This is an optimization exercise on Yosys and OpenROAD, whose aim is small area, not a production implementation.
In this exercise RTL edits were held to simulation tests only and were not proved equivalent to the original.
Power figures rest on the tool's default switching activity, not on a simulated workload. No driver is modelled on the clock port, so clocking that relies on it looks cheaper here than on a real chip.

File: design.v
module cpu_trace_buffer #(
   parameter int DEPTH = 16,
   parameter int AW    = 4,
   parameter int POST  = 8
) (
   input  logic          clock,
   input  logic          reset,
   input  logic [31:0]   cpu_pc,
   input  logic [31:0]   cpu_inst,
   input  logic [31:0]   cpu_aluout,
   input  logic [31:0]   cpu_memout,
   input  logic          arm,
   input  logic [31:0]   trig_pc,
   input  logic          rd_en,
   output logic          rd_valid,
   output logic [31:0]   rd_pc,
   output logic [31:0]   rd_inst,
   output logic [31:0]   rd_aluout,
   output logic [31:0]   rd_memout,
   output logic [1:0]    state,
   output logic [AW:0]   count,
   output logic          triggered
);
   localparam int EW = 128;
   localparam logic [AW:0] LP_FULL = (AW+1)'(DEPTH);
   localparam logic [1:0] S_IDLE = 2'd0;
   localparam logic [1:0] S_PRE  = 2'd1;
   localparam logic [1:0] S_POST = 2'd2;
   localparam logic [1:0] S_DONE = 2'd3;
   logic [1:0]       r_state;
   logic [EW-1:0]    r_ring [DEPTH];
   logic [AW-1:0]    r_pos;
   logic [AW:0]      r_count;
   logic [2:0]       r_post;
   logic             r_triggered;
   logic             r_rd_valid;
   logic             w_write;
   logic             w_hit;
   logic             w_read;
   logic             w_rearm;
   logic             w_to_done;
   logic [AW:0]      w_count_inc;
   logic [EW-1:0]    w_rd_entry;
   assign w_write     = (r_state == S_PRE) || (r_state == S_POST);
   assign w_hit       = (r_state == S_PRE) && (cpu_pc == trig_pc);
   assign w_rearm     = ((r_state == S_IDLE) || (r_state == S_DONE)) && arm;
   assign w_read      = (r_state == S_DONE) && !arm && rd_en && (r_count != '0);
   assign w_to_done   = (r_state == S_POST) && (r_post == 3'd7);
   assign w_count_inc = (r_count == LP_FULL) ? r_count : r_count + 1'b1;
   always_ff @(posedge clock) begin
      r_ring[0] <= (r_state == S_DONE) ? r_ring[DEPTH-1]
                                       : {cpu_pc, cpu_inst, cpu_aluout, cpu_memout};
      for (int i = 1; i < DEPTH; i++) r_ring[i] <= r_ring[i-1];
   end
   always_ff @(posedge clock) begin
      if (w_to_done)   r_pos <= w_count_inc[AW-1:0];
      else if (!w_read) r_pos <= r_pos + 1'b1;
   end
   always_ff @(posedge clock) begin
      if (reset) begin
         r_state     <= S_IDLE;
         r_count     <= '0;
         r_post      <= '0;
         r_triggered <= 1'b0;
         r_rd_valid  <= 1'b0;
      end else begin
         r_rd_valid <= w_read;
         case (r_state)
            S_IDLE:  if (arm) r_state <= S_PRE;
            S_PRE:   if (w_hit) r_state <= S_POST;
            S_POST:  if (w_to_done) r_state <= S_DONE;
            default: if (arm) r_state <= S_PRE;
         endcase
         if (w_rearm) begin
            r_count     <= '0;
            r_triggered <= 1'b0;
         end
         if (w_write) r_count <= w_count_inc;
         if (w_read)  r_count <= r_count - 1'b1;
         if (w_hit) begin
            r_triggered <= 1'b1;
            r_post      <= '0;
         end else if (r_state == S_POST) begin
            r_post <= r_post + 1'b1;
         end
      end
   end
   always_comb begin
      w_rd_entry = '0;
      for (int i = 0; i < DEPTH; i++)
         if (r_pos == AW'(i)) w_rd_entry = w_rd_entry | r_ring[i];
   end
   assign state     = r_state;
   assign count     = r_count;
   assign triggered = r_triggered;
   assign rd_valid  = r_rd_valid;
   assign rd_pc     = w_rd_entry[127:96];
   assign rd_inst   = w_rd_entry[95:64];
   assign rd_aluout = w_rd_entry[63:32];
   assign rd_memout = w_rd_entry[31:0];
endmodule
File: run.sh
#!/bin/bash
# synth_recipe.tcl (not shown) runs the flow's synth.tcl, then flattens the netlist and writes it again
# the make line also repeats each setting of config.mk as NAME=value (left out here)
make -C /OpenROAD-flow-scripts/flow DESIGN_CONFIG=/design/flow/config.mk WORK_HOME=/design/flow/orfs CLKGATE_MAP_FILE= SYNTH_SCRIPT=/design/flow/synth_recipe.tcl finish
File: config.mk
export PLATFORM = sky130hd
export DESIGN_NAME = cpu_trace_buffer
export DESIGN_NICKNAME = cpu_trace_buffer
export VERILOG_FILES = /design/flow/design.v
export SDC_FILE = /design/flow/constraint.sdc
export NUM_CORES = 4
export LEC_CHECK = 0
export CAP_MARGIN = 20
export CORE_MARGIN = 2
export CORE_UTILIZATION = 40
export SLEW_MARGIN = 20
File: constraint.sdc
create_clock -name core_clock -period 5.0 [get_ports {clock}]
set_input_delay 1.0000 -clock core_clock [delete_from_list [all_inputs] [get_ports {clock}]]
set_output_delay 1.0000 -clock core_clock [all_outputs]
set_load 0.01 [all_outputs]
==> results by group, run 1 <==
Logic synthesis
  • Post-Synthesis Cell Area: 0.0569 mm^2
  • Synth unique cells: 58
  • Synth async-reset ratio: 0%
  • Synth Area in Compound Gates: between 10% and 20%
  • Synth top area share: 72.5%
  • Synth Area in Simple Gates: 4.34%
  • Synth Flop Type: dfxtp_1
  • Area leader, netlist: dfxtp_1
  • Post-synthesis sequential area ratio: 72.7%
  • Post-synthesis mux area share: 5.20%
  • Synthesized area per cell: ~13 um^2
  • Syn Nets: ~4400
  • Adder-cell share of the synthesized area: 0.264%
  • Number of synthesized flops with an enable pin: 4
  • Syn Inst Count: 4223
  • Xor-xnor portion of the synthesized cell area: 0.585%
  • Syn. warnings: 2
  • Flops & latches, synth: slightly above 2000
  • Largest family of logic cells by synthesized area: compound AO/OA/AOI/OAI gates
  • Synth area leaders: dfxtp_1 (73%), a22oi_1 (4.4%), mux2_2 (3.5%), a22o_1 (2.8%), a222oi_1 (2.2%)

Placement
  • GP Congestion: 0.797
  • Detail Placement HPWL: 102000 um
  • Port Buffer Count: 300

Timing
  • Slew headroom: between 10% and 20%
  • Count of pins over their slew limit: 0
  • Sum Neg Setup Slack: 0 ps
  • Fin Clk Skew: around 20 ps
  • Fmax: 204 MHz
  • Period utilisation layout: between 90% and 100%
  • Endpoints failing setup: 0
  • Least-Margin Pin Slew: 1300 ps
  • RSZ-0062 raised after global routing: false
  • Final hold viol count: 0
  • Final Critical Period: 4910 ps

Clocking
  • Root Buffer Master: clkbuf_16
  • CTS tree: built
  • Clock insertion delay at the later pin of the skew report: 810 ps
  • Sink Count: 2064
  • Cts hold-fix bufs: 0
  • Max Buffers Root-to-Sink: 3
  • H-Tree Level Count: 4
  • Num CTS Buffers: 193
  • Clock-pin slew on the worst setup and hold paths: 60 ps

Route
  • TritonRoute pass-1 iters: 9
  • WL met3: 11600 um
  • Top Metal Used: met5
  • Via count: 36200
  • Initial drt markers: ~3600
  • Vias/cell: 5.47
  • Routed Antenna Nets: 0
  • WL met1: approximately 77000 um
  • DRC Markers: 0
  • Wire per inst: 25.6 um
  • Drt total wl: 170000 um
  • Met2 routed WL: around 76000 um

Die
  • Initial cell density of the core: 40.2%
  • Die Y: 381 um
  • Cell Rows: ~140
  • Die Footprint: between 0.1 and 0.15 mm^2
  • Top-level port count: 301
  • CORE AREA: 0.141 mm^2
  • Die width: 381 um

Critical path
  • Critical Setup Path Class: flop to primary output
  • Startpoint Class: flop
  • Worst Path Required: 4000 ps
  • Max FO, Critical Path: 39
  • Worst R2R Setup Slack: roughly 2500 ps
  • Crit path capture type: primary output
  • Critical path arrival: 3910 ps

Power
  • Psw: between 0.015 and 0.02 W
  • Int Pwr: roughly 0.033 W
  • PwrDens: approximately 700 mW/mm^2
  • Gate power share: 28.1%
  • Flop pwr share: between 40% and 50%
  • Static Leak: 27.4 nW
  • Peak VDD IR: ~0.00038 V
  • Sw frac: between 30% and 40%
  • Clk pwr share: between 30% and 40%
  • Overall Power: 0.0481 W

Global route
  • Initial antenna violation count: 10
  • Global-route usage over all layers: 22.8%
  • Largest net degree at the start of global routing: 72
  • Global-route wire length before repair: 246000 um
  • Vias in the first global route: 36800
  • GRT overflow: 0

Finish
  • Most common cell after layout, fill and taps aside: dfxtp_1
  • Area growth, synth to finish: 21.5%
  • Fraction of layout cells with a size suffix above 1: 14.0%
  • Nets@finish: 4749
  • Commonest non-fill, non-tap cells in the layout: dfxtp_1 (2060), a22oi_1 (331), clkdlybuf4s50_1 (300)
  • Fillers: 12200

Status
  • Status: finished clean

Run
  • Max-Cap Viols: 0

Worst hold path
  • Hold crit path type: flop to flop
-- critical path, cell delays in order (launching register included) --
cell and delay [ps]:
edfxtp_1 500, inv_1 210, ha_4 330, nor3b_4 450, buf_12 360, a22oi_1 150
nand2_1 90, a221oi_1 40, nand3_1 290, clkdlybuf4s50_1 620
-- worst paths after layout --
kind / depth (start not counted) / endpoint / start
worst max-delay path: 9 / rd_aluout[0] / r_pos[0]
worst min register to register: 0 / r_ring[5][22] / r_ring[4][22]
worst min-delay path: 0 / r_ring[5][22] / r_ring[4][22]
worst max register to register: 6 / r_count[3] / r_state[0]
-- synthesized netlist by cell type, drive strengths merged, types with 10 or more instances --
| cell type | instances |
|---|---|
| nand3 | 85 |
| xor2 | 35 |
| and3 | 33 |
| o21ai | 90 |
| a221o | 22 |
| o22ai | 10 |
| a31oi | 14 |
| a32oi | 11 |
| a221oi | 135 |
| a21oi | 51 |
| nand2 | 225 |
| a22oi | 331 |
| a222oi | 124 |
| o2111ai | 10 |
| mux2i | 94 |
| mux2 | 179 |
| clkbuf | 120 |
| buf | 159 |
| dfxtp | 2060 |
| and2 | 11 |
| ha | 12 |
| a22o | 179 |
| nor2 | 43 |
| a211o | 22 |
| nand4 | 72 |
-- metrics by stage --
step                instance area (um^2)  worst slack [ps]  hold slack, ps  util, %  cells
finish                             69100              94.9             334     48.9   6619
global route                       69100              7.30             341     48.9   6616
CTS                                69100              5.56             334     48.8   6612
detailed placement                 62400               585             331     44.1   6247
global placement                   62400               581             329     44.1   6247
floorplan                          56900              2010             326        -   4223
-- cells by family (layout without fill, tap and decap cells) --
family / Yosys count / count (layout)
AOI/OAI and AO/OA: 1037 / 1037
xor gates and xnor gates: 38 / 38
adders and majority gates: 12 / 12
buffers and inverters: 288 / 785
DFF: 2064 / 2064
muxes: 273 / 273
other: 0 / 5
and+or+nand+nor: 511 / 515
-- area by class of cell --
class	instances	area, um^2	area share [%]
clock inverters	74	871	1.26
multi-input cells	1875	14400	20.8
clock buffers	272	5610	8.12
flip-flops and latches	2064	41400	59.8
inverters	9	33.8	0.0489
repair buffers	430	4470	6.46
diodes	5	12.5	0.0181
well taps	1890	2360	3.42
-- timing repair --
action,in CTS,in global routing
setup endpoints to repair,123,18
gates cloned,4,0
resized for setup,5,2
buffers inserted,15,2
pin swaps,5,0
-- per-layer routing --
| layer | vias up | GRT usage [%] |
|---|---|---|
| li1 | 16400 | - |
| met1 | 18100 | 31.7 |
| met2 | 1380 | 35.4 |
| met3 | 283 | 4.49 |
| met4 | 6 | 7.75 |
| met5 | - | 0 |
-- power by group through the flow --
stage / sequential, W / combinational [W] / clock [W]
2_1_floorplan: 0.0196 / 0.00675 / 0
3_3_place_gp: 0.0200 / 0.0133 / 0
3_5_place_dp: 0.0201 / 0.0133 / 0
4_1_cts: 0.0198 / 0.0135 / 0.0150
5_1_grt: 0.0200 / 0.0142 / 0.0157
6_report: 0.0198 / 0.0135 / 0.0148
-- flip-flops by register name, indices dropped and copies added, names as in the netlist --
register,cells
r_state,2
r_pos,4
r_count,5
r_ring,2048
r_rd_valid,1
r_triggered,1
r_post,3
==> run 2, diff against run 1 <==
--- a/design.v
+++ b/design.v
@@ -41,15 +41,26 @@
    logic             w_to_done;
    logic [AW:0]      w_count_inc;
    logic [EW-1:0]    w_rd_entry;
+   logic [EW-1:0]    w_wr_entry;
+   assign w_wr_entry  = {cpu_pc, cpu_inst, cpu_aluout, cpu_memout};
    assign w_write     = (r_state == S_PRE) || (r_state == S_POST);
    assign w_hit       = (r_state == S_PRE) && (cpu_pc == trig_pc);
    assign w_rearm     = ((r_state == S_IDLE) || (r_state == S_DONE)) && arm;
    assign w_read      = (r_state == S_DONE) && !arm && rd_en && (r_count != '0);
    assign w_to_done   = (r_state == S_POST) && (r_post == 3'd7);
    assign w_count_inc = (r_count == LP_FULL) ? r_count : r_count + 1'b1;
+   logic [EW-1:0]    w_ring_in;
+   logic             w_rot, w_rot_n;
+   assign w_rot   = (r_state == S_DONE);
+   assign w_rot_n = ~w_rot;
+   for (genvar b = 0; b < EW; b++) begin : g_in
+      ctb_ao22 u_ao (
+         .a0(r_ring[DEPTH-1][b]), .s0(w_rot),
+         .a1(w_wr_entry[b]),      .s1(w_rot_n),
+         .y(w_ring_in[b]));
+   end
    always_ff @(posedge clock) begin
-      r_ring[0] <= (r_state == S_DONE) ? r_ring[DEPTH-1]
-                                       : {cpu_pc, cpu_inst, cpu_aluout, cpu_memout};
+      r_ring[0] <= w_ring_in;
       for (int i = 1; i < DEPTH; i++) r_ring[i] <= r_ring[i-1];
    end
    always_ff @(posedge clock) begin
@@ -85,10 +96,20 @@
          end
       end
    end
-   always_comb begin
-      w_rd_entry = '0;
-      for (int i = 0; i < DEPTH; i++)
-         if (r_pos == AW'(i)) w_rd_entry = w_rd_entry | r_ring[i];
+   logic [DEPTH-1:0] w_sel;
+   always_comb
+      for (int i = 0; i < DEPTH; i++) w_sel[i] = (r_pos == AW'(i));
+   for (genvar b = 0; b < EW; b++) begin : g_rd
+      logic [4:0] w_grp_n;
+      for (genvar g = 0; g < 5; g++) begin : g_grp
+         ctb_aoi222 u_aoi (
+            .a0(r_ring[3*g][b]),   .s0(w_sel[3*g]),
+            .a1(r_ring[3*g+1][b]), .s1(w_sel[3*g+1]),
+            .a2(r_ring[3*g+2][b]), .s2(w_sel[3*g+2]),
+            .y(w_grp_n[g]));
+      end
+      ctb_or_tail u_tail (
+         .y_n(w_grp_n), .a(r_ring[15][b]), .s(w_sel[15]), .y(w_rd_entry[b]));
    end
    assign state     = r_state;
    assign count     = r_count;
@@ -99,3 +120,22 @@
    assign rd_aluout = w_rd_entry[63:32];
    assign rd_memout = w_rd_entry[31:0];
 endmodule
+module ctb_aoi222 (
+   input  logic a0, s0, a1, s1, a2, s2,
+   output logic y
+);
+   assign y = ~((a0 & s0) | (a1 & s1) | (a2 & s2));
+endmodule
+module ctb_or_tail (
+   input  logic [4:0] y_n,
+   input  logic       a, s,
+   output logic       y
+);
+   assign y = ~(&y_n) | (a & s);
+endmodule
+module ctb_ao22 (
+   input  logic a0, s0, a1, s1,
+   output logic y
+);
+   assign y = (a0 & s0) | (a1 & s1);
+endmodule
--- a/config.mk
+++ b/config.mk
@@ -7,5 +7,8 @@
 export LEC_CHECK = 0
 export CAP_MARGIN = 20
 export CORE_MARGIN = 2
-export CORE_UTILIZATION = 40
+export CORE_UTILIZATION = 55
+export CTS_BUF_LIST = sky130_fd_sc_hd__clkbuf_4 sky130_fd_sc_hd__clkbuf_8
 export SLEW_MARGIN = 20
+export SYNTH_HIERARCHICAL = 1
+export SYNTH_MINIMUM_KEEP_SIZE = 0
==> results by group, run 2 <==
Status
  • Status: finished clean (unchanged)

Timing
  • Final Critical Period: 4940 ps (was 4910 ps)
  • Period utilisation layout: 98.7% (was 98.1%)
  • RSZ-0062 raised after global routing: true (was false)
  • Final worst setup slack: 64.2 ps (was 94.9 ps)
  • Final hold viol count: 0 (unchanged)
  • Count of pins over their slew limit: 0 (unchanged)
  • Fmax: 203 MHz (was 204 MHz)
  • Fin Clk Skew: 37.2 ps (was 20.5 ps)
  • Least-Margin Pin Slew: 1090 ps (was 1300 ps)
  • Endpoints failing setup: 0 (unchanged)
  • Slew headroom: 27.0% (was 12.4%)
  • Sum Neg Setup Slack: 0 ps (unchanged)

Die
  • Die Y: 312 um (was 381 um)
  • Top-level port count: 301 (unchanged)
  • CORE AREA: 0.0936 mm^2 (was 0.141 mm^2)
  • Initial cell density of the core: 55.7% (was 40.2%)
  • Die Footprint: 0.0973 mm^2 (was 0.145 mm^2)
  • Cell Rows: 112 (was 138)
  • Die width: 312 um (was 381 um)

Critical path
  • Critical path arrival: 3940 ps (was 3910 ps)
  • Max FO, Critical Path: 21 (was 39)
  • Startpoint Class: flop (unchanged)
  • Critical Setup Path Class: flop to primary output (unchanged)
  • Worst Path Required: 4000 ps (about the same)
  • Crit path capture type: primary output (unchanged)
  • Worst R2R Setup Slack: 2220 ps (was 2500 ps)

Power
  • PwrDens: 692 mW/mm^2 (was 696 mW/mm^2)
  • Peak VDD IR: 0.000523 V (was 0.000377 V)
  • Static Leak: 25.9 nW (was 27.4 nW)
  • Overall Power: 0.0446 W (was 0.0481 W)

Finish
  • FF+latch area: 0.0414 mm^2 (unchanged)
  • Top flop regs: r_ring x2048, r_count x5, r_pos x4 (unchanged)
  • Max FFs per register: 2048 (unchanged)
  • Nets@finish: 4273 (was 4749)
  • Fillers: 6697 (was 12200)
  • Commonest non-fill, non-tap cells in the layout: dfxtp_1 (2060), a222oi_1 (640), clkbuf_8 (394) (was dfxtp_1 (2060), a22oi_1 (331), clkdlybuf4s50_1 (300))
  • Final Cell Area: 0.0644 mm^2 (was 0.0691 mm^2)
  • Fin util: 68.8% (was 48.9%)
  • Top reg by flops: r_ring (unchanged)
  • Area growth, synth to finish: 23.6% (was 21.5%)
  • Fraction of layout cells with a size suffix above 1: 15.4% (was 14.0%)
  • Footprint of the multi-input gates: 0.0109 mm^2 (was 0.0144 mm^2)
  • Most common cell after layout, fill and taps aside: dfxtp_1 (unchanged)

Logic synthesis
  • Synth area leaders: dfxtp_1 (79%), a222oi_1 (12%), a22o_1 (2.2%), and3_1 (1.6%), nand4_1 (1.6%) (was dfxtp_1 (73%), a22oi_1 (4.4%), mux2_2 (3.5%), a22o_1 (2.8%), a222oi_1 (2.2%))
  • Area leader, netlist: dfxtp_1 (unchanged)
  • Synth Flop Type: dfxtp_1 (unchanged)
  • Syn Inst Count: 3379 (was 4223)
  • Most common cell in the netlist: dfxtp_1 (unchanged)
  • Synth top area share: 79.1% (was 72.5%)
  • Number of synthesized flops with an enable pin: 4 (unchanged)
  • Post-Synthesis Cell Area: 0.0521 mm^2 (was 0.0569 mm^2)
  • Synth unique cells: 40 (was 58)
  • Syn Nets: 3555 (was 4399)
  • Syn. warnings: 9 (was 2)
  • Synthesized area per cell: 15.4 um^2 (was 13.5 um^2)
  • Post-synth top cells: dfxtp_1 (2060), a222oi_1 (640), and3_1 (135) (was dfxtp_1 (2060), a22oi_1 (331), nand2_1 (224))
  • Synth async-reset ratio: 0% (unchanged)
  • Flops & latches, synth: 2064 (unchanged)
  • Post-synthesis sequential area ratio: 79.3% (was 72.7%)

Route
  • Wire per inst: 26.8 um (was 25.6 um)
  • TritonRoute pass-1 iters: 12 (was 9)
  • Vias/cell: 6.24 (was 5.47)
  • DRC Markers: 0 (unchanged)
  • Initial drt markers: 5942 (was 3571)
  • Drt total wl: 150000 um (was 170000 um)
  • Via count: 34800 (was 36200)
  • Routed Antenna Nets: 0 (unchanged)

Clocking
  • Root Buffer Master: clkbuf_8 (was clkbuf_16)
  • Max Buffers Root-to-Sink: 4 (was 3)
  • H-Tree Level Count: 5 (was 4)
  • Clock insertion delay at the later pin of the skew report: 940 ps (was 810 ps)
  • Num CTS Buffers: 321 (was 193)
  • CTS tree: built (unchanged)
  • Sink Count: 2064 (unchanged)
  • Clock-pin slew on the worst setup and hold paths: 60 ps (about the same)

Run
  • Max-Cap Viols: 0 (unchanged)

Global route
  • Global-route wire length before repair: 226000 um (was 246000 um)
  • Largest net degree at the start of global routing: 92 (was 72)
  • Global-route usage over all layers: 30.1% (was 22.8%)
  • Initial antenna violation count: 12 (was 10)
  • GRT overflow: 0 (unchanged)
  • Vias in the first global route: 36900 (was 36800)

Placement
  • Port Buffer Count: 300 (unchanged)
  • Detail Placement HPWL: 77800 um (was 102000 um)
  • Area post-placement: 0.0577 mm^2 (was 0.0624 mm^2)
  • Pre-CTS setup slack: 966 ps (was 585 ps)
  • GP Congestion: 0.822 (was 0.797)

Worst hold path
  • Hold crit path type: flop to flop (unchanged)
==> run 2: cell types whose count changed in the layout (fill, tap and decap cells not counted), moves of 91 or more <==
| cell | change |
|---|---|
| a222oi_1 | +516 |
| clkbuf_8 | +354 |
| a22oi_1 | -331 |
| clkbuf_16 | -197 |
| mux2_2 | -176 |
| a221oi_1 | -133 |
| clkbuf_4 | +110 |
| and3_1 | +102 |
| mux2i_1 | -93 |
| nand2_1 | -91 |
==> run 2: per-stage QoR <==
step	hold WS (ps)	std cells
global placement	332	4997
floorplan	330	3379
detailed placement	334	4997
global route	334	5571
finish	329	5574
CTS	320	5555
==> run 2: final cells by class <==
cell class	instances	area share, %
antenna	13	0.0505
clock buffer	504	9.70
clock inverter	29	0.305
inverter	9	0.0641
multi-input combinational	1313	16.9
sequential	2064	64.2
tap	1254	2.43
timing repair buffer	388	6.34
==> run 2: timing repair <==
action,CTS,global route
gates cloned,12,0
resized for setup,9,5
pin swaps,11,1
setup endpoints to repair,2,55
hold buffers,0,0
setup buffers,13,6
==> run 2: kinds of logic after synthesis <==
| kind of cell | count (synthesis) | synth area share, % |
|---|---|---|
| xor+xnor | 38 | 0.638 |
| fa+ha+maj | 12 | 0.288 |
| buf+inv | 14 | 0.115 |
| compound gates | 795 | 14.8 |
| flops | 2064 | 79.3 |
| mux | 4 | 0.0840 |
| simple gates | 452 | 4.75 |
==> run 2: worst paths after layout <==
kind / start / endpoint / cells after the start
worst max-delay path: r_pos[0] / rd_inst[15] / 8
worst min register to register: r_ring[11][86] / r_ring[12][86] / 0
worst max register to register: r_state[0] / r_ring[0][120] / 4
worst min-delay path: r_ring[11][86] / r_ring[12][86] / 0
==> run 2: power breakdown <==
group / total [W] / switching, W / leakage, nW / internal (W)
sequential: 0.0206 / 0.00145 / 17.4 / 0.0192
clock: 0.0140 / 0.00609 / 3.44 / 0.00793
combinational: 0.00993 / 0.00544 / 5.04 / 0.00449
total: 0.0446 / 0.0130 / 25.9 / 0.0316
==> run 2: Yosys stat by module (local to each module, per instance) <==
module | cells | flops+latches | times used | area [um^2]
ctb_or_tail | 3 | 0 | 128 | 16.3
cpu_trace_buffer | 2227 | 2064 | 1 | 42500
ctb_ao22 | 1 | 0 | 128 | 8.76
ctb_aoi222 | 1 | 0 | 640 | 10.0
==> run 2: critical path: stages (launching register included) <==
cell	delay, ps
edfxtp_1	470
inv_1	140
ha_2	430
and2_4	580
buf_4	320
a222oi_1	100
and3_1	220
nand4_1	160
clkdlybuf4s50_1	580
==> run 2: metal layers <==
| layer | part of all wire [%] | up-vias | track usage (%) |
|---|---|---|---|
| li1 | - | 15200 | - |
| met1 | 42 | 17400 | 40.9 |
| met2 | 46 | 1848 | 47.1 |
| met3 | 9.2 | 299 | 6.59 |
| met4 | 2.8 | 6 | 12.0 |
| met5 | 0.021 | - | 0 |
==> run 3, diff against run 2 <==
--- a/config.mk
+++ b/config.mk
@@ -7,8 +7,7 @@
 export LEC_CHECK = 0
 export CAP_MARGIN = 20
 export CORE_MARGIN = 2
-export CORE_UTILIZATION = 55
-export CTS_BUF_LIST = sky130_fd_sc_hd__clkbuf_4 sky130_fd_sc_hd__clkbuf_8
+export CORE_UTILIZATION = 40
 export SLEW_MARGIN = 20
 export SYNTH_HIERARCHICAL = 1
 export SYNTH_MINIMUM_KEEP_SIZE = 0
==> results by group, run 3 <==
Route
  • Wire per inst: 24.2 um (was 26.8 um)
  • Routed Antenna Nets: 0 (unchanged)
  • Initial drt markers: 4934 (was 5942)
  • Drt total wl: 142000 um (was 150000 um)
  • TritonRoute pass-1 iters: 10 (was 12)
  • Vias/cell: 5.66 (was 6.24)
  • Via count: 33100 (was 34800)
  • DRC Markers: 0 (unchanged)

Critical path
  • CP max stage cell: and2_4 (unchanged)
  • Max stage delay on crit path: 630 ps (was 580 ps)
  • Critical path, cell by cell: inv_1 > ha_1 > and2_4 > buf_4 > a222oi_1 > and3_1 > nand4_1 > clkdlybuf4s50_1 (was inv_1 > ha_2 > and2_4 > buf_4 > a222oi_1 > and3_1 > nand4_1 > clkdlybuf4s50_1)
  • Startpoint Class: flop (unchanged)
  • Critical path arrival: 3850 ps (was 3940 ps)
  • Max FO, Critical Path: 34 (was 21)
  • Crit path capture type: primary output (unchanged)
  • Worst Path Required: 4000 ps (about the same)
  • Critical Setup Path Class: flop to primary output (unchanged)

Global route
  • Largest net degree at the start of global routing: 66 (was 92)
  • GRT overflow: 0 (unchanged)
  • Vias in the first global route: 33600 (was 36900)
  • Initial antenna violation count: 3 (was 12)
  • Global-route usage over all layers: 20.7% (was 30.1%)
  • Global-route wire length before repair: 209000 um (was 226000 um)

Logic synthesis
  • Area leader, netlist: dfxtp_1 (unchanged)
  • Syn Inst Count: 3379 (unchanged)
  • Syn Nets: 3555 (unchanged)
  • Post-Synthesis Cell Area: 0.0521 mm^2 (unchanged)
  • Synth area leaders: dfxtp_1 (79%), a222oi_1 (12%), a22o_1 (2.2%), and3_1 (1.6%), nand4_1 (1.6%) (unchanged)
  • Synth async-reset ratio: 0% (unchanged)
  • Post-synth top cells: dfxtp_1 (2060), a222oi_1 (640), and3_1 (135) (unchanged)
  • Post-synthesis sequential area ratio: 79.3% (unchanged)
  • Synthesized area per cell: 15.4 um^2 (unchanged)
  • Synth top area share: 79.1% (unchanged)
  • Most common cell in the netlist: dfxtp_1 (unchanged)
  • Synth unique cells: 40 (unchanged)
  • Number of synthesized flops with an enable pin: 4 (unchanged)
  • Synth Flop Type: dfxtp_1 (unchanged)
  • Syn. warnings: 9 (unchanged)
  • Flops & latches, synth: 2064 (unchanged)

Worst hold path
  • Hold crit path type: flop to flop (unchanged)

Timing
  • Slew headroom: 32.4% (was 27.0%)
  • Fmax: 206 MHz (was 203 MHz)
  • Final Critical Period: 4850 ps (was 4940 ps)
  • Final hold viol count: 0 (unchanged)
  • Fin Clk Skew: 30.9 ps (was 37.2 ps)
  • Endpoints failing setup: 0 (unchanged)
  • Period utilisation layout: 97.1% (was 98.7%)
  • Sum Neg Setup Slack: 0 ps (unchanged)
  • Least-Margin Pin Slew: 1000 ps (was 1090 ps)
  • RSZ-0062 raised after global routing: false (was true)
  • Count of pins over their slew limit: 0 (unchanged)

Placement
  • Port Buffer Count: 300 (unchanged)
  • Detail Placement HPWL: 78400 um (was 77800 um)
  • GP Congestion: 0.749 (was 0.822)

Die
  • Initial cell density of the core: 40.3% (was 55.7%)
  • CORE AREA: 0.129 mm^2 (was 0.0936 mm^2)
  • Cell Rows: 132 (was 112)
  • Die Footprint: 0.133 mm^2 (was 0.0973 mm^2)
  • Top-level port count: 301 (unchanged)
  • Die Y: 365 um (was 312 um)
  • Die width: 365 um (was 312 um)

Clocking
  • Sink Count: 2064 (unchanged)
  • Post-CTS setup buffers: 0 (was 13)
  • Clock-pin slew on the worst setup and hold paths: 60 ps (about the same)
  • Max Buffers Root-to-Sink: 3 (was 4)
  • Cts hold-fix bufs: 0 (unchanged)
  • Root Buffer Master: clkbuf_16 (was clkbuf_8)
  • CTS resizes: 0 (was 9)
  • H-Tree Level Count: 4 (was 5)
  • CTS tree: built (unchanged)
  • Clock insertion delay at the later pin of the skew report: 820 ps (was 940 ps)
  • Num CTS Buffers: 194 (was 321)

Finish
  • Commonest non-fill, non-tap cells in the layout: dfxtp_1 (2060), a222oi_1 (640), clkdlybuf4s50_1 (300) (was dfxtp_1 (2060), a222oi_1 (640), clkbuf_8 (394))
  • Fraction of layout cells with a size suffix above 1: 10.3% (was 15.4%)
  • Fillers: 11100 (was 6697)
  • Top reg by flops: r_ring (unchanged)
  • Most common cell after layout, fill and taps aside: dfxtp_1 (unchanged)
  • Max FFs per register: 2048 (unchanged)
  • Nets@finish: 4131 (was 4273)
  • Top flop regs: r_ring x2048, r_count x5, r_pos x4 (unchanged)
  • Fin util: 50.2% (was 68.8%)
  • Area growth, synth to finish: 24.7% (was 23.6%)

Power
  • Peak VDD IR: 0.000400 V (was 0.000523 V)
  • PwrDens: 692 mW/mm^2 (about the same)
  • Static Leak: 25.6 nW (was 25.9 nW)

Status
  • Status: finished clean (unchanged)

Run
  • Max-Cap Viols: 0 (unchanged)
run 3: cell count changes in the layout (fill, tap and decap cells not counted), moves of 4 or more:
| cell | change |
|---|---|
| and2_2 | -7 |
| buf_12 | +4 |
| buf_6 | -4 |
| bufinv_16 | +8 |
| clkbuf_1 | +41 |
| clkbuf_16 | +196 |
| clkbuf_4 | -110 |
| clkbuf_8 | -348 |
| clkinv_16 | +8 |
| clkinv_2 | +18 |
| diode_2 | -12 |
| inv_6 | +4 |
run 3: where the power goes:
part           switching, W  total (W)  internal, W
Sequential          0.00138     0.0206       0.0192
Combinational       0.00525    0.00969      0.00444
Clock               0.00634     0.0148      0.00844
Total                0.0130     0.0450       0.0321
run 3: layout make-up:
| type | instances | area [um^2] | area share [%] |
|---|---|---|---|
| Antenna cell | 1 | 2.50 | 0.00385 |
| Clock buffer | 283 | 5690 | 8.75 |
| Clock inverter | 72 | 888 | 1.37 |
| Inverter | 9 | 38.8 | 0.0597 |
| Multi-Input combinational cell | 1301 | 10800 | 16.6 |
| Sequential cell | 2064 | 41400 | 63.6 |
| Tap cell | 1742 | 2180 | 3.35 |
| Timing Repair Buffer | 385 | 4080 | 6.27 |
run 3: routing by layer:
layer  track usage (%)  routed length [um]  up-vias
li1                  -                   -    14900
met1              29.7               65800    16700
met2              31.3               62200     1311
met3              4.37               10900      190
met4              6.12                2790        4
met5                 0                  26        -
run 3: metrics by stage:
step | hold slack [ps] | total power [W] | area [um^2] | cells | setup WS (ps)
final | 333 | 0.0450 | 65000 | 5857 | 146
after global routing | 332 | 0.0468 | 65000 | 5857 | 8.79
after CTS | 327 | 0.0453 | 65000 | 5856 | 80.0
after detailed placement | 334 | 0.0305 | 58400 | 5501 | 1000
after global placement | 332 | 0.0305 | 58400 | 5501 | 1020
after floorplan | 330 | 0.0250 | 52100 | 3379 | 464
run 3: critical path, delay by kind of cell (launching register included):
kind	cells	cell delay, ps
flops	1	450
simple gates	3	970
buf+inv	3	1180
compound gates	1	200
fa+ha+maj	1	220
run 3: modules after synthesis (local to each module, per instance):
module / times used / area (um^2) / cells inside / flops+latches
ctb_ao22: 128 / 8.76 / 1 / 0
cpu_trace_buffer: 1 / 42500 / 2227 / 2064
ctb_aoi222: 640 / 10.0 / 1 / 0
ctb_or_tail: 128 / 16.3 / 3 / 0
run 3: cells by family (layout without fill, tap and decap cells):
family,after synthesis,count (layout),share of synthesized area (%)
AO/OA/AOI/OAI,795,795,14.8
XOR/XNOR,38,38,0.638
adder cells (fa/ha/maj),12,12,0.288
buffers and inverters,14,749,0.115
flip-flops,2064,2064,79.3
multiplexers,4,4,0.0840
other,0,1,0
AND/OR/NAND/NOR,452,452,4.75
run 3: worst paths after layout:
| kind | start | endpoint | slack, ps | depth (start not counted) |
|---|---|---|---|---|
| worst max register to register | r_state[0] | r_ring[0][69] | 2700 | 4 |
| worst min register to register | r_ring[7][18] | r_ring[8][18] | 330 | 0 |
| worst min-delay path | r_ring[7][18] | r_ring[8][18] | 330 | 0 |
| worst max-delay path | r_pos[0] | rd_pc[24] | 150 | 8 |
==> run 4, diff against run 3 <==
==> flow/run.sh (new file) <==
#!/bin/bash
# Standard ORFS layout (the standard.sh) with two changes:
#  - port buffers use the smallest buffer cell (buf_1) instead of the default pick
#  - clock tree: larger sink clusters, no dummy loads
set -euo pipefail
bash standard.sh finish \
  "BUFFER_PORTS_ARGS=-buffer_cell sky130_fd_sc_hd__buf_1" \
  "CTS_ARGS=-sink_clustering_enable -repair_clock_nets -dont_use_dummy_load -sink_clustering_size 24 -sink_clustering_max_diameter 100" \
  > make_finish.log 2>&1
==> standard.sh (new file) <==
#!/bin/bash
# synth_recipe.tcl (not shown) runs the flow's synth.tcl, then flattens the netlist and writes it again
# the make line also repeats each setting of config.mk as NAME=value (left out here)
make -C /OpenROAD-flow-scripts/flow DESIGN_CONFIG=/design/flow/config.mk WORK_HOME=/design/flow/orfs CLKGATE_MAP_FILE= SYNTH_SCRIPT=/design/flow/synth_recipe.tcl "${@:-finish}"
--- a/config.mk
+++ b/config.mk
@@ -5,9 +5,9 @@
 export SDC_FILE = /design/flow/constraint.sdc
 export NUM_CORES = 4
 export LEC_CHECK = 0
-export CAP_MARGIN = 20
+export CAP_MARGIN = 0
 export CORE_MARGIN = 2
 export CORE_UTILIZATION = 40
-export SLEW_MARGIN = 20
+export SLEW_MARGIN = 0
 export SYNTH_HIERARCHICAL = 1
 export SYNTH_MINIMUM_KEEP_SIZE = 0
removed: run.sh
==> results by group, run 4 <==
Finish
  • Footprint of the multi-input gates: 0.0108 mm^2 (unchanged)
  • Top reg by flops: r_ring (unchanged)
  • Max FFs per register: 2048 (unchanged)
  • Commonest non-fill, non-tap cells in the layout: dfxtp_1 (2060), a222oi_1 (640), buf_1 (300) (was dfxtp_1 (2060), a222oi_1 (640), clkdlybuf4s50_1 (300))
  • Area growth, synth to finish: 12.6% (was 24.7%)
  • FF+latch area: 0.0414 mm^2 (unchanged)
  • Top flop regs: r_ring x2048, r_count x5, r_pos x4 (unchanged)
  • Most common cell after layout, fill and taps aside: dfxtp_1 (unchanged)
  • Fillers: 11600 (was 11100)
  • Fin util: 45.4% (was 50.2%)
  • Fraction of layout cells with a size suffix above 1: 4.83% (was 10.3%)
  • Nets@finish: 4012 (was 4131)

Clocking
  • Clock-pin slew on the worst setup and hold paths: 90 ps (was 60 ps)
  • Cts hold-fix bufs: 0 (unchanged)
  • H-Tree Level Count: 3 (was 4)
  • Clock insertion delay at the later pin of the skew report: 740 ps (was 820 ps)
  • CTS resizes: 0 (unchanged)
  • CTS tree: built (unchanged)
  • Sink Count: 2064 (unchanged)
  • Post-CTS setup buffers: 0 (unchanged)
  • Root Buffer Master: clkbuf_16 (unchanged)
  • Num CTS Buffers: 97 (was 194)
  • Max Buffers Root-to-Sink: 3 (unchanged)

Global route
  • Global-route usage over all layers: 20.4% (was 20.7%)
  • Vias in the first global route: 32100 (was 33600)
  • Largest net degree at the start of global routing: 68 (was 66)
  • Global-route wire length before repair: 206000 um (was 209000 um)
  • GRT overflow: 0 (unchanged)
  • Initial antenna violation count: 11 (was 3)

Route
  • Routed Antenna Nets: 0 (unchanged)
  • Top Metal Used: met5 (unchanged)
  • Via count: 32100 (was 33100)
  • TritonRoute pass-1 iters: 12 (was 10)
  • Met2 routed WL: 61200 um (was 62200 um)
  • Drt total wl: 139000 um (was 142000 um)
  • WL met1: 64800 um (was 65800 um)
  • Vias/cell: 5.76 (was 5.66)
  • Wire per inst: 24.9 um (was 24.2 um)
  • WL met3: 9910 um (was 10900 um)
  • Initial drt markers: 5134 (was 4934)
  • DRC Markers: 0 (unchanged)

Logic synthesis
  • Number of synthesized flops with an enable pin: 4 (unchanged)
  • Synth Flop Type: dfxtp_1 (unchanged)
  • Post-Synthesis Cell Area: 0.0521 mm^2 (unchanged)
  • Most common cell in the netlist: dfxtp_1 (unchanged)
  • Synth unique cells: 40 (unchanged)
  • Synthesized area per cell: 15.4 um^2 (unchanged)
  • Post-synthesis sequential area ratio: 79.3% (unchanged)
  • Flops & latches, synth: 2064 (unchanged)
  • Area leader, netlist: dfxtp_1 (unchanged)
  • Syn Inst Count: 3379 (unchanged)
  • Synth top area share: 79.1% (unchanged)
  • Syn Nets: 3555 (unchanged)
  • Syn. warnings: 9 (unchanged)
  • Post-synth top cells: dfxtp_1 (2060), a222oi_1 (640), and3_1 (135) (unchanged)
  • Synth async-reset ratio: 0% (unchanged)
  • Synth area leaders: dfxtp_1 (79%), a222oi_1 (12%), a22o_1 (2.2%), and3_1 (1.6%), nand4_1 (1.6%) (unchanged)

Status
  • Status: finished clean (unchanged)

Critical path
  • CP max stage cell: and2_4 (unchanged)
  • Critical Setup Path Class: flop to primary output (unchanged)
  • Reg2reg end: r_ring[0][41] (was r_ring[0][69])
  • Crit path max-delay family: simple AND/OR/NAND/NOR gates (was buffers and inverters)
  • Worst R2R Setup Slack: 2270 ps (was 2700 ps)
  • CP Buf/Inv Count: 2 (was 3)
  • Critical path arrival: 3480 ps (was 3850 ps)
  • Max stage delay on crit path: 820 ps (was 630 ps)
  • Max FO, Critical Path: 48 (was 34)
  • Critical path, cell by cell: nor2b_1 > and2_4 > buf_4 > a222oi_1 > nand4_1 > buf_1 (was inv_1 > ha_1 > and2_4 > buf_4 > a222oi_1 > and3_1 > nand4_1 > clkdlybuf4s50_1)
  • Startpoint Class: flop (unchanged)
  • Worst R2R Path Depth: 4 (unchanged)
  • Crit path capture type: primary output (unchanged)
  • RR Startpoint: r_state[0] (unchanged)
  • Launch point of the worst path: r_pos[2] (was r_pos[0])
  • Worst Path Required: 4000 ps (about the same)

Timing
  • Sum Neg Setup Slack: 0 ps (unchanged)
  • RSZ-0062 raised after global routing: false (unchanged)
  • Slew headroom: 33.8% (was 32.4%)
  • Fmax: 223 MHz (was 206 MHz)
  • Final Critical Period: 4480 ps (was 4850 ps)
  • Endpoints failing setup: 0 (unchanged)
  • Period utilisation layout: 89.6% (was 97.1%)
  • Count of pins over their slew limit: 0 (unchanged)
  • Final hold viol count: 0 (unchanged)
  • Least-Margin Pin Slew: 993 ps (was 1000 ps)
  • Fin Clk Skew: 67.1 ps (was 30.9 ps)

Die
  • CORE AREA: 0.129 mm^2 (unchanged)
  • Top-level port count: 301 (unchanged)
  • Cell Rows: 132 (unchanged)
  • Die width: 365 um (unchanged)
  • Die Y: 365 um (unchanged)
  • Die Footprint: 0.133 mm^2 (unchanged)
  • Initial cell density of the core: 40.3% (unchanged)

Placement
  • GP Congestion: 0.752 (was 0.749)
  • Port Buffer Count: 300 (unchanged)
  • Detail Placement HPWL: 77600 um (was 78400 um)

Worst hold path
  • Hold EP: r_ring[6][126] (was r_ring[8][18])
  • Hold depth: 0 (unchanged)
  • Hold path startpoint: r_ring[5][126] (was r_ring[7][18])
  • Hold crit path type: flop to flop (unchanged)

Power
  • Peak VDD IR: 0.000304 V (was 0.000400 V)
  • Static Leak: 22.6 nW (was 25.6 nW)
  • PwrDens: 629 mW/mm^2 (was 692 mW/mm^2)

Run
  • Max-Cap Viols: 0 (unchanged)
-- run 4: cell counts after synthesis --
No cell type changed its count.
-- run 4: cell type report --
type                            count  share of cell area (%)
Antenna cell                        8                  0.0341
Timing Repair Buffer              363                    3.26
Tap cell                         1742                    3.71
Multi-Input combinational cell   1301                    18.4
Sequential cell                  2064                    70.4
Inverter                            9                  0.0661
Clock buffer                       97                    4.13
-- run 4: kinds of logic after synthesis --
logic type,after synthesis,synth area share [%]
flip-flops,2064,79.3
AO/OA/AOI/OAI,795,14.8
AND/OR/NAND/NOR,452,4.75
XOR/XNOR,38,0.638
buffers and inverters,14,0.115
adder cells (fa/ha/maj),12,0.288
multiplexers,4,0.0840
-- run 4: metrics by stage --
stage	power (W)	worst slack, ps	hold slack [ps]	cell area, um^2	std cells
finish	0.0369	522	280	58700	5584
global route	0.0386	317	278	58700	5583
CTS	0.0372	450	267	58700	5576
detailed placement	0.0290	1280	335	56300	5479
global placement	0.0290	1320	332	56300	5479
floorplan	0.0250	464	330	52100	3379
-- run 4: routing by layer --
metal,up-vias,GRT usage (%)
met1,16200,29.6
li1,14600,-
met4,6,6.00
met2,1200,31.1
met3,185,3.38
met5,-,0
-- run 4: worst max-delay path by stage --
stage / endpoint / slack, ps / depth (start not counted)
2_1_floorplan: rd_aluout[0] / 460 / 6
3_3_place_gp: rd_memout[17] / 1320 / 6
3_5_place_dp: rd_memout[17] / 1280 / 6
4_1_cts: rd_memout[17] / 450 / 6
5_1_grt: rd_memout[17] / 320 / 6
6_report: rd_memout[17] / 520 / 6
-- run 4: modules after synthesis, one instance, submodules excluded --
module	area, um^2	cells inside	copies in the design
cpu_trace_buffer	42500	2227	1
ctb_ao22	8.76	1	128
ctb_or_tail	16.3	3	128
ctb_aoi222	10.0	1	640
-- run 4: power by group --
| part | switching [W] | total [W] | internal, W |
|---|---|---|---|
| clock | 0.00482 | 0.00829 | 0.00346 |
| sequential | 0.00138 | 0.0205 | 0.0191 |
| combinational | 0.00524 | 0.00810 | 0.00286 |
==> run 5, diff against run 4 <==
--- a/config.mk
+++ b/config.mk
@@ -5,9 +5,9 @@
 export SDC_FILE = /design/flow/constraint.sdc
 export NUM_CORES = 4
 export LEC_CHECK = 0
-export CAP_MARGIN = 0
+export CAP_MARGIN = 20
 export CORE_MARGIN = 2
 export CORE_UTILIZATION = 40
-export SLEW_MARGIN = 0
+export SLEW_MARGIN = 20
 export SYNTH_HIERARCHICAL = 1
 export SYNTH_MINIMUM_KEEP_SIZE = 0
==> results by group, run 5 <==
Power
  • Peak VDD IR: 0.000304 V (unchanged)
  • PwrDens: 629 mW/mm^2 (unchanged)
  • Static Leak: 22.6 nW (unchanged)

Finish
  • Nets@finish: 4012 (unchanged)
  • Most common cell after layout, fill and taps aside: dfxtp_1 (unchanged)
  • Commonest non-fill, non-tap cells in the layout: dfxtp_1 (2060), a222oi_1 (640), buf_1 (300) (unchanged)
  • Top reg by flops: r_ring (unchanged)
  • Final Cell Area: 0.0587 mm^2 (unchanged)
  • Top flop regs: r_ring x2048, r_count x5, r_pos x4 (unchanged)
  • Fillers: 11600 (unchanged)
  • Max FFs per register: 2048 (unchanged)
  • Fraction of layout cells with a size suffix above 1: 4.83% (unchanged)
  • Area growth, synth to finish: 12.6% (unchanged)

Timing
  • Least-Margin Pin Slew: 993 ps (unchanged)
  • Final hold viol count: 0 (unchanged)
  • Count of pins over their slew limit: 0 (unchanged)
  • Fmax: 223 MHz (unchanged)
  • Final Critical Period: 4480 ps (unchanged)
  • Fin Clk Skew: 67.1 ps (unchanged)
  • Slew headroom: 33.8% (unchanged)
  • Sum Neg Setup Slack: 0 ps (unchanged)
  • Period utilisation layout: 89.6% (unchanged)
  • RSZ-0062 raised after global routing: false (unchanged)
  • Final worst setup slack: 522 ps (unchanged)
  • Endpoints failing setup: 0 (unchanged)

Die
  • Initial cell density of the core: 40.3% (unchanged)
  • Top-level port count: 301 (unchanged)
  • CORE AREA: 0.129 mm^2 (unchanged)
  • Die Footprint: 0.133 mm^2 (unchanged)
  • Die width: 365 um (unchanged)
  • Die Y: 365 um (unchanged)
  • Cell Rows: 132 (unchanged)

Route
  • Wire per inst: 24.9 um (unchanged)
  • Routed Antenna Nets: 0 (unchanged)
  • TritonRoute pass-1 iters: 12 (unchanged)
  • DRC Markers: 0 (unchanged)
  • Via count: 32100 (unchanged)
  • Drt total wl: 139000 um (unchanged)
  • Vias/cell: 5.76 (unchanged)
  • Initial drt markers: 5134 (unchanged)

Placement
  • Pre-CTS setup slack: 1280 ps (unchanged)
  • Detail Placement HPWL: 77600 um (unchanged)
  • Port Buffer Count: 300 (unchanged)
  • GP Congestion: 0.752 (unchanged)
  • Area post-placement: 0.0563 mm^2 (unchanged)

Global route
  • Global-route usage over all layers: 20.4% (unchanged)
  • Largest net degree at the start of global routing: 68 (unchanged)
  • GRT overflow: 0 (unchanged)
  • Initial antenna violation count: 11 (unchanged)
  • Global-route wire length before repair: 206000 um (unchanged)
  • Vias in the first global route: 32100 (unchanged)

Logic synthesis
  • Synthesized area per cell: 15.4 um^2 (unchanged)
  • Syn Inst Count: 3379 (unchanged)
  • Post-Synthesis Cell Area: 0.0521 mm^2 (unchanged)
  • Post-synthesis sequential area ratio: 79.3% (unchanged)
  • Most common cell in the netlist: dfxtp_1 (unchanged)
  • Synth area leaders: dfxtp_1 (79%), a222oi_1 (12%), a22o_1 (2.2%), and3_1 (1.6%), nand4_1 (1.6%) (unchanged)
  • Synth async-reset ratio: 0% (unchanged)
  • Synth Area in Compound Gates: 14.8% (unchanged)
  • Syn Nets: 3555 (unchanged)
  • Synth unique cells: 40 (unchanged)
  • Synth Area in Simple Gates: 4.75% (unchanged)
  • Xor-xnor portion of the synthesized cell area: 0.638% (unchanged)
  • Largest family of logic cells by synthesized area: compound AO/OA/AOI/OAI gates (unchanged)
  • Synth top area share: 79.1% (unchanged)
  • Post-synthesis mux area share: 0.0840% (unchanged)
  • Number of synthesized flops with an enable pin: 4 (unchanged)
  • Syn. warnings: 9 (unchanged)
  • Adder-cell share of the synthesized area: 0.288% (unchanged)
  • Post-synth top cells: dfxtp_1 (2060), a222oi_1 (640), and3_1 (135) (unchanged)
  • Synth Flop Type: dfxtp_1 (unchanged)
  • Flops & latches, synth: 2064 (unchanged)
  • Area leader, netlist: dfxtp_1 (unchanged)

Clocking
  • Num CTS Buffers: 97 (unchanged)
  • Clock-pin slew on the worst setup and hold paths: 90 ps (about the same)
  • H-Tree Level Count: 3 (unchanged)
  • CTS tree: built (unchanged)
  • CTS resizes: 0 (unchanged)
  • Post-CTS setup buffers: 0 (unchanged)
  • Clock insertion delay at the later pin of the skew report: 740 ps (about the same)
  • Root Buffer Master: clkbuf_16 (unchanged)
  • Cts hold-fix bufs: 0 (unchanged)
  • Sink Count: 2064 (unchanged)
  • Max Buffers Root-to-Sink: 3 (unchanged)

Critical path
  • RR Startpoint: r_state[0] (unchanged)
  • Worst Path Required: 4000 ps (about the same)
  • Critical path arrival: 3480 ps (about the same)
  • Max FO, Critical Path: 48 (unchanged)
  • Crit path capture type: primary output (unchanged)
  • Worst R2R Path Depth: 4 (unchanged)
  • Reg2reg end: r_ring[0][41] (unchanged)
  • Critical Setup Path Class: flop to primary output (unchanged)
  • Startpoint Class: flop (unchanged)
  • Worst R2R Setup Slack: 2270 ps (about the same)

Worst hold path
  • Hold path startpoint: r_ring[5][126] (unchanged)
  • Hold depth: 0 (unchanged)
  • Hold EP: r_ring[6][126] (unchanged)
  • Hold crit path type: flop to flop (unchanged)

Run
  • Max-Cap Viols: 0 (unchanged)

Status
  • Status: finished clean (unchanged)
==> run 5: cell counts in the layout (fill, tap and decap cells not counted) <==
Identical to the previous run, type by type.
==> run 5: cells by family (layout without fill, tap and decap cells) <==
family / count (synthesis) / after routing
AND/OR/NAND/NOR: 452 / 452
buffers and inverters: 14 / 469
other: 0 / 8
multiplexers: 4 / 4
flip-flops: 2064 / 2064
adder cells (fa/ha/maj): 12 / 12
XOR/XNOR: 38 / 38
AO/OA/AOI/OAI: 795 / 795
==> run 5: Yosys stat by module (local to each module, per instance) <==
module,flip-flops and latches,area (um^2),copies in the design
cpu_trace_buffer,2064,42500,1
ctb_or_tail,0,16.3,128
ctb_aoi222,0,10.0,640
ctb_ao22,0,8.76,128
==> run 5: through the flow <==
stage / util [%] / hold slack (ps) / power [W] / instances
2_1_floorplan: - / 330 / 0.0250 / 3379
3_3_place_gp: 43.5 / 332 / 0.0290 / 5479
3_5_place_dp: 43.5 / 335 / 0.0290 / 5479
4_1_cts: 45.3 / 267 / 0.0372 / 5576
5_1_grt: 45.3 / 278 / 0.0386 / 5583
6_report: 45.4 / 280 / 0.0369 / 5584
==> run 5: where the power goes <==
part	switching, W	internal [W]
registers	0.00138	0.0191
clock network	0.00482	0.00346
logic	0.00524	0.00286
==> run 5: how the worst max path moves through the flow <==
stage,slack (ps),from,to
5_1_grt,320,r_pos[2],rd_memout[17]
2_1_floorplan,460,r_pos[0],rd_aluout[0]
6_report,520,r_pos[2],rd_memout[17]
3_5_place_dp,1280,r_pos[2],rd_memout[17]
3_3_place_gp,1320,r_pos[2],rd_memout[17]
4_1_cts,450,r_pos[2],rd_memout[17]
==> run 5: routing by layer <==
layer	global-route usage, %	vias up	part of all wire [%]
met5	0	-	0.028
met2	31.1	1200	44
met4	6.00	6	2.2
li1	-	14600	-
met1	29.6	16200	47
met3	3.38	185	7.1
==> run 5: final cells by class <==
class,count,area [um^2],area share (%)
antenna,8,20.0,0.0341
inverter,9,38.8,0.0661
tap,1742,2180,3.71
sequential,2064,41400,70.4
timing repair buffer,363,1910,3.26
clock buffer,97,2430,4.13
multi-input combinational,1301,10800,18.4
==> run 5: worst max-delay path, stage by stage, from the launching register on <==
cell,delay [ps]
edfxtp_1,510
nor2b_1,300
and2_4,820
buf_4,490
a222oi_1,170
nand4_1,240
buf_1,190
==> run 6, diff against run 5 <==
--- a/flow/run.sh
+++ b/flow/run.sh
@@ -5,5 +5,5 @@
 set -euo pipefail
 bash standard.sh finish \
   "BUFFER_PORTS_ARGS=-buffer_cell sky130_fd_sc_hd__buf_1" \
-  "CTS_ARGS=-sink_clustering_enable -repair_clock_nets -dont_use_dummy_load -sink_clustering_size 24 -sink_clustering_max_diameter 100" \
+  "CTS_ARGS=-sink_clustering_enable -repair_clock_nets -dont_use_dummy_load -sink_clustering_size 30 -sink_clustering_max_diameter 80" \
   > make_finish.log 2>&1
==> results by group, run 6 <==
Status
  • Status: finished clean (unchanged)

Logic synthesis
  • Largest family of logic cells by synthesized area: compound AO/OA/AOI/OAI gates (unchanged)
  • Syn. warnings: 9 (unchanged)
  • Most common cell in the netlist: dfxtp_1 (unchanged)
  • Synth top area share: 79.1% (unchanged)
  • Synth area leaders: dfxtp_1 (79%), a222oi_1 (12%), a22o_1 (2.2%), and3_1 (1.6%), nand4_1 (1.6%) (unchanged)
  • Adder-cell share of the synthesized area: 0.288% (unchanged)
  • Post-synth top cells: dfxtp_1 (2060), a222oi_1 (640), and3_1 (135) (unchanged)
  • Post-Synthesis Cell Area: 0.0521 mm^2 (unchanged)
  • Synth unique cells: 40 (unchanged)
  • Xor-xnor portion of the synthesized cell area: 0.638% (unchanged)
  • Synth Area in Compound Gates: 14.8% (unchanged)
  • Number of synthesized flops with an enable pin: 4 (unchanged)
  • Synth async-reset ratio: 0% (unchanged)
  • Post-synthesis mux area share: 0.0840% (unchanged)
  • Post-synthesis sequential area ratio: 79.3% (unchanged)
  • Synthesized area per cell: 15.4 um^2 (unchanged)
  • Area leader, netlist: dfxtp_1 (unchanged)
  • Syn Inst Count: 3379 (unchanged)
  • Synth Area in Simple Gates: 4.75% (unchanged)
  • Synth Flop Type: dfxtp_1 (unchanged)
  • Syn Nets: 3555 (unchanged)
  • Flops & latches, synth: 2064 (unchanged)

Finish
  • Top flop regs: r_ring x2048, r_count x5, r_pos x4 (unchanged)
  • Top reg by flops: r_ring (unchanged)
  • Most common cell after layout, fill and taps aside: dfxtp_1 (unchanged)
  • Area growth, synth to finish: 12.1% (was 12.6%)
  • Max FFs per register: 2048 (unchanged)
  • Final Cell Area: 0.0585 mm^2 (was 0.0587 mm^2)
  • Commonest non-fill, non-tap cells in the layout: dfxtp_1 (2060), a222oi_1 (640), buf_1 (300) (unchanged)
  • Final non-filler cell total: 5573 (was 5584)
  • Fraction of layout cells with a size suffix above 1: 4.58% (was 4.83%)
  • Nets@finish: 4002 (was 4012)

Clocking
  • CTS tree: built (unchanged)
  • Max Buffers Root-to-Sink: 3 (unchanged)
  • CTS resizes: 0 (unchanged)
  • H-Tree Level Count: 3 (unchanged)
  • Sink Count: 2064 (unchanged)
  • Cts hold-fix bufs: 0 (unchanged)
  • Num CTS Buffers: 87 (was 97)
  • Clock-pin slew on the worst setup and hold paths: 110 ps (was 90 ps)
  • Root Buffer Master: clkbuf_16 (unchanged)
  • Post-CTS setup buffers: 0 (unchanged)
  • Clock insertion delay at the later pin of the skew report: 680 ps (was 740 ps)

Critical path
  • Crit path capture type: primary output (unchanged)
  • Worst R2R Setup Slack: 2340 ps (was 2270 ps)
  • Max FO, Critical Path: 48 (unchanged)
  • Worst Path Required: 4000 ps (about the same)
  • Worst R2R Path Depth: 4 (unchanged)
  • Startpoint Class: flop (unchanged)
  • Reg2reg end: r_ring[0][41] (unchanged)
  • Critical path arrival: 3410 ps (was 3480 ps)
  • Critical Setup Path Class: flop to primary output (unchanged)
  • RR Startpoint: r_state[0] (unchanged)

Die
  • Die Footprint: 0.133 mm^2 (unchanged)
  • Cell Rows: 132 (unchanged)
  • CORE AREA: 0.129 mm^2 (unchanged)
  • Die width: 365 um (unchanged)
  • Top-level port count: 301 (unchanged)
  • Die Y: 365 um (unchanged)
  • Initial cell density of the core: 40.3% (unchanged)

Power
  • Clk pwr share: 21.5% (was 22.4%)
  • PwrDens: 624 mW/mm^2 (was 629 mW/mm^2)
  • Peak VDD IR: 0.000332 V (was 0.000304 V)
  • Flop pwr share: 56.3% (was 55.6%)
  • Psw: 0.0113 W (was 0.0114 W)
  • Static Leak: 22.5 nW (was 22.6 nW)
  • Gate power share: 22.2% (was 21.9%)
  • Sw frac: 31.1% (was 31.0%)
  • Overall Power: 0.0365 W (was 0.0369 W)
  • Int Pwr: 0.0251 W (was 0.0255 W)

Global route
  • GRT busiest layer: met2 (unchanged)
  • Largest net degree at the start of global routing: 68 (unchanged)
  • Initial antenna violation count: 10 (was 11)
  • Global-route wire length before repair: 205000 um (was 206000 um)
  • Met2 usage in global routing: 31.1% (about the same)
  • GRT overflow: 0 (unchanged)
  • Vias in the first global route: 31900 (was 32100)
  • Met1 GRT Util: 29.5% (was 29.6%)
  • Met3 usage: 3.49% (was 3.38%)
  • Global-route usage over all layers: 20.2% (was 20.4%)

Timing
  • Sum Neg Setup Slack: 0 ps (unchanged)
  • Count of pins over their slew limit: 0 (unchanged)
  • Endpoints failing setup: 0 (unchanged)
  • Final hold viol count: 0 (unchanged)
  • Fmax: 227 MHz (was 223 MHz)
  • Fin Clk Skew: 76.1 ps (was 67.1 ps)
  • Least-Margin Pin Slew: 982 ps (was 993 ps)
  • Final Critical Period: 4410 ps (was 4480 ps)
  • Slew headroom: 34.5% (was 33.8%)
  • RSZ-0062 raised after global routing: false (unchanged)
  • Period utilisation layout: 88.1% (was 89.6%)

Worst hold path
  • Hold path startpoint: r_ring[8][31] (was r_ring[5][126])
  • Hold depth: 0 (unchanged)
  • Hold EP: r_ring[9][31] (was r_ring[6][126])
  • Hold crit path type: flop to flop (unchanged)

Run
  • Max-Cap Viols: 0 (unchanged)

Route
  • TritonRoute pass-1 iters: 13 (was 12)
  • Vias/cell: 5.74 (was 5.76)
  • Routed Antenna Nets: 0 (unchanged)
  • Drt total wl: 139000 um (about the same)
  • Wire per inst: 24.9 um (about the same)
  • Initial drt markers: 5153 (was 5134)
  • DRC Markers: 0 (unchanged)
  • Via count: 32000 (was 32100)

Placement
  • Detail Placement HPWL: 77600 um (unchanged)
  • Area post-placement: 0.0563 mm^2 (unchanged)
  • Port Buffer Count: 300 (unchanged)
  • GP Congestion: 0.752 (unchanged)
  • DP Cell Count: 5479 (unchanged)
==> run 6: cell counts after synthesis <==
Identical to the previous run, type by type.
==> run 6: cell type report <==
class                      count  area, um^2
tap                         1742        2180
sequential                  2064       41400
fill                       11600       71000
clock buffer                  87        2180
antenna                        7        17.5
multi-input combinational   1301       10800
inverter                       9        38.8
timing repair buffer         363        1910
==> run 6: modules after synthesis (local to each module, per instance) <==
module | copies in the design | flops+latches | cells inside
ctb_or_tail | 128 | 0 | 3
cpu_trace_buffer | 1 | 2064 | 2227
ctb_aoi222 | 640 | 0 | 1
ctb_ao22 | 128 | 0 | 1
==> run 6: cell families (layout without fill, tap and decap cells) <==
logic type | after synthesis | after routing
simple gates | 452 | 452
buf+inv | 14 | 459
compound gates | 795 | 795
mux | 4 | 4
flops | 2064 | 2064
other cells | 0 | 7
fa+ha+maj | 12 | 12
xor+xnor | 38 | 38
==> run 6: worst max-delay path, cell delays in order, from the launching register on <==
cell,delay [ps]
edfxtp_1,510
nor2b_1,300
and2_4,820
buf_4,490
a222oi_1,180
nand4_1,230
buf_1,190
==> run 6: worst max-delay path by stage <==
stage / from / end / slack [ps] / cells past startpoint
final: r_pos[2] / rd_memout[17] / 590 / 6
after global routing: r_pos[2] / rd_memout[17] / 380 / 6
after CTS: r_pos[2] / rd_memout[17] / 520 / 6
after detailed placement: r_pos[2] / rd_memout[17] / 1280 / 6
after global placement: r_pos[2] / rd_memout[17] / 1320 / 6
after floorplan: r_pos[0] / rd_aluout[0] / 460 / 6
==> run 6: power by group through the flow <==
stage | sequential (W) | clock, W | combinational, W
floorplan | 0.0204 | 0 | 0.00461
global placement | 0.0208 | 0 | 0.00819
detailed placement | 0.0208 | 0 | 0.00818
CTS | 0.0205 | 0.00804 | 0.00822
global route | 0.0208 | 0.00864 | 0.00871
finish | 0.0205 | 0.00784 | 0.00810
==> run 6: layer usage <==
| metal | vias up | share of wire (%) |
|---|---|---|
| li1 | 14500 | - |
| met1 | 16100 | 47 |
| met5 | - | 0.019 |
| met2 | 1188 | 44 |
| met4 | 4 | 1.8 |
| met3 | 164 | 7.2 |
==> run 6: through the flow <==
step | hold slack (ps) | util [%] | worst slack, ps
detailed placement | 335 | 43.5 | 1280
finish | 258 | 45.2 | 595
CTS | 270 | 45.1 | 524
floorplan | 330 | - | 464
global placement | 332 | 43.5 | 1320
global route | 276 | 45.2 | 378
==> run 7, diff against run 6 <==
--- a/config.mk
+++ b/config.mk
@@ -7,7 +7,8 @@
 export LEC_CHECK = 0
 export CAP_MARGIN = 20
 export CORE_MARGIN = 2
-export CORE_UTILIZATION = 40
+export CORE_UTILIZATION = 70
+export PLACE_DENSITY = 0.85
 export SLEW_MARGIN = 20
 export SYNTH_HIERARCHICAL = 1
 export SYNTH_MINIMUM_KEEP_SIZE = 0
==> results by group, run 7 <==
Power
  • PwrDens: 630 mW/mm^2 (was 624 mW/mm^2)
  • Psw: 0.0112 W (was 0.0113 W)
  • Sw frac: 31.1% (about the same)
  • Static Leak: 22.3 nW (was 22.5 nW)
  • Peak VDD IR: 0.000392 V (was 0.000332 V)
  • Int Pwr: 0.0248 W (was 0.0251 W)

Worst hold path
  • Hold crit path type: flop to flop (unchanged)

Die
  • Die Footprint: 0.0767 mm^2 (was 0.133 mm^2)
  • Cell Rows: 100 (was 132)
  • Die Y: 277 um (was 365 um)
  • Initial cell density of the core: 70.4% (was 40.3%)
  • Top-level port count: 301 (unchanged)

Critical path
  • Crit path capture type: primary output (unchanged)
  • Critical Setup Path Class: flop to primary output (unchanged)
  • Critical path, cell by cell: inv_1 > ha_1 > and3_4 > buf_4 > a222oi_1 > and3_1 > nand4_1 > buf_1 (was nor2b_1 > and2_4 > buf_4 > a222oi_1 > nand4_1 > buf_1)
  • Max FO, Critical Path: 44 (was 48)
  • Startpoint Class: flop (unchanged)
  • Critical path arrival: 3430 ps (was 3410 ps)
  • CP Buf/Inv Count: 3 (was 2)
  • CP max stage cell: and3_4 (was and2_4)
  • Crit path max-delay family: simple AND/OR/NAND/NOR gates (unchanged)

Logic synthesis
  • Syn Nets: 3555 (unchanged)
  • Area leader, netlist: dfxtp_1 (unchanged)
  • Synth async-reset ratio: 0% (unchanged)
  • Post-Synthesis Cell Area: 0.0521 mm^2 (unchanged)
  • Post-synthesis sequential area ratio: 79.3% (unchanged)
  • Most common cell in the netlist: dfxtp_1 (unchanged)
  • Flops & latches, synth: 2064 (unchanged)
  • Synth Flop Type: dfxtp_1 (unchanged)
  • Syn. warnings: 9 (unchanged)
  • Syn Inst Count: 3379 (unchanged)
  • Synth unique cells: 40 (unchanged)
  • Number of synthesized flops with an enable pin: 4 (unchanged)
  • Synth area leaders: dfxtp_1 (79%), a222oi_1 (12%), a22o_1 (2.2%), and3_1 (1.6%), nand4_1 (1.6%) (unchanged)
  • Synthesized area per cell: 15.4 um^2 (unchanged)

Placement
  • Port Buffer Count: 300 (unchanged)
  • Detail Placement HPWL: 73900 um (was 77600 um)
  • Area post-placement: 0.0552 mm^2 (was 0.0563 mm^2)

Route
  • DRC Markers: 0 (unchanged)
  • Wire per inst: 27.8 um (was 24.9 um)
  • Drt total wl: 133000 um (was 139000 um)
  • Routed Antenna Nets: 0 (unchanged)
  • Initial drt markers: 6135 (was 5153)
  • Via count: 33200 (was 32000)

Finish
  • Nets@finish: 3976 (was 4002)
  • Max FFs per register: 2048 (unchanged)
  • Most common cell after layout, fill and taps aside: dfxtp_1 (unchanged)
  • Area growth, synth to finish: 9.61% (was 12.1%)
  • Final Cell Area: 0.0571 mm^2 (was 0.0585 mm^2)
  • Top reg by flops: r_ring (unchanged)

Timing
  • RSZ-0062 raised after global routing: false (unchanged)
  • Sum Neg Setup Slack: 0 ps (unchanged)
  • Least-Margin Pin Slew: 1040 ps (was 982 ps)
  • Final hold viol count: 0 (unchanged)
  • Slew headroom: 30.8% (was 34.5%)
  • Endpoints failing setup: 0 (unchanged)
  • Count of pins over their slew limit: 0 (unchanged)
  • Fin Clk Skew: 45.2 ps (was 76.1 ps)

Clocking
  • Root Buffer Master: clkbuf_16 (unchanged)
  • Clock-pin slew on the worst setup and hold paths: 110 ps (about the same)
  • Max Buffers Root-to-Sink: 3 (unchanged)
  • Num CTS Buffers: 78 (was 87)
  • CTS resizes: 0 (unchanged)
  • CTS tree: built (unchanged)
  • Sink Count: 2064 (unchanged)
  • Post-CTS setup buffers: 0 (unchanged)
  • Cts hold-fix bufs: 0 (unchanged)

Global route
  • Initial antenna violation count: 4 (was 10)
  • Largest net degree at the start of global routing: 74 (was 68)

Run
  • Max-Cap Viols: 0 (unchanged)

Status
  • Status: finished clean (unchanged)
-- run 7: layout make-up --
cell class | count | area [um^2]
clock buffer | 78 | 1950
timing repair buffer | 346 | 1770
antenna | 4 | 10.0
fill | 4274 | 16900
multi-input combinational | 1301 | 10800
tap | 969 | 1210
inverter | 9 | 38.8
sequential | 2064 | 41400
-- run 7: modules after synthesis (local to each module, per instance) --
| module | cells inside | cell area [um^2] | flip-flops and latches | copies in the design |
|---|---|---|---|---|
| cpu_trace_buffer | 2227 | 42500 | 2064 | 1 |
| ctb_ao22 | 1 | 8.76 | 0 | 128 |
| ctb_or_tail | 3 | 16.3 | 0 | 128 |
| ctb_aoi222 | 1 | 10.0 | 0 | 640 |
-- run 7: logic make-up after synthesis --
logic type,count (synthesis),synth area share [%]
DFF,2064,79.3
AOI/OAI and AO/OA,795,14.8
and+or+nand+nor,452,4.75
xor gates and xnor gates,38,0.638
buffers and inverters,14,0.115
adders and majority gates,12,0.288
muxes,4,0.0840
-- run 7: layer usage --
| metal | global-route usage, % | share of wire [%] |
|---|---|---|
| met1 | 46.0 | 39 |
| met2 | 52.9 | 46 |
| met3 | 6.70 | 11 |
| met4 | 13.0 | 3.6 |
| met5 | 0 | 0 |
-- run 7: final timing paths --
check                       from  slack (ps)        endpoint  cells past startpoint
setup / recovery        r_pos[0]         570       rd_pc[13]                      8
hold / removal    r_ring[10][98]         320  r_ring[11][98]                      0
setup reg to reg      r_state[0]        2620   r_ring[0][20]                      4
hold reg to reg   r_ring[10][98]         320  r_ring[11][98]                      0
-- run 7: metrics by stage --
step | power [W] | hold WS [ps] | utilization, % | worst slack (ps) | instances
2_1_floorplan | 0.0250 | 330 | - | 464 | 3379
3_3_place_gp | 0.0284 | 331 | 74.5 | 1390 | 4689
3_5_place_dp | 0.0286 | 334 | 74.5 | 1320 | 4689
4_1_cts | 0.0358 | 308 | 77.1 | 593 | 4767
5_1_grt | 0.0372 | 331 | 77.2 | 454 | 4771
6_report | 0.0360 | 319 | 77.2 | 575 | 4771
-- run 7: power by group through the flow --
stage	clock [W]	combinational, W	sequential, W
after detailed placement	0	0.00773	0.0209
after floorplan	0	0.00461	0.0204
after CTS	0.00743	0.00780	0.0206
after global routing	0.00797	0.00831	0.0209
after global placement	0	0.00762	0.0207
final	0.00739	0.00794	0.0207

Setup slack of run 7, layout unchanged: 0.575 ns with ideal ports, 0.505 ns with driving cells assumed (clock clkbuf_16, inputs buf_2), 1.217 ns with port delays also shifted by the 0.713 ns mid clock arrival.
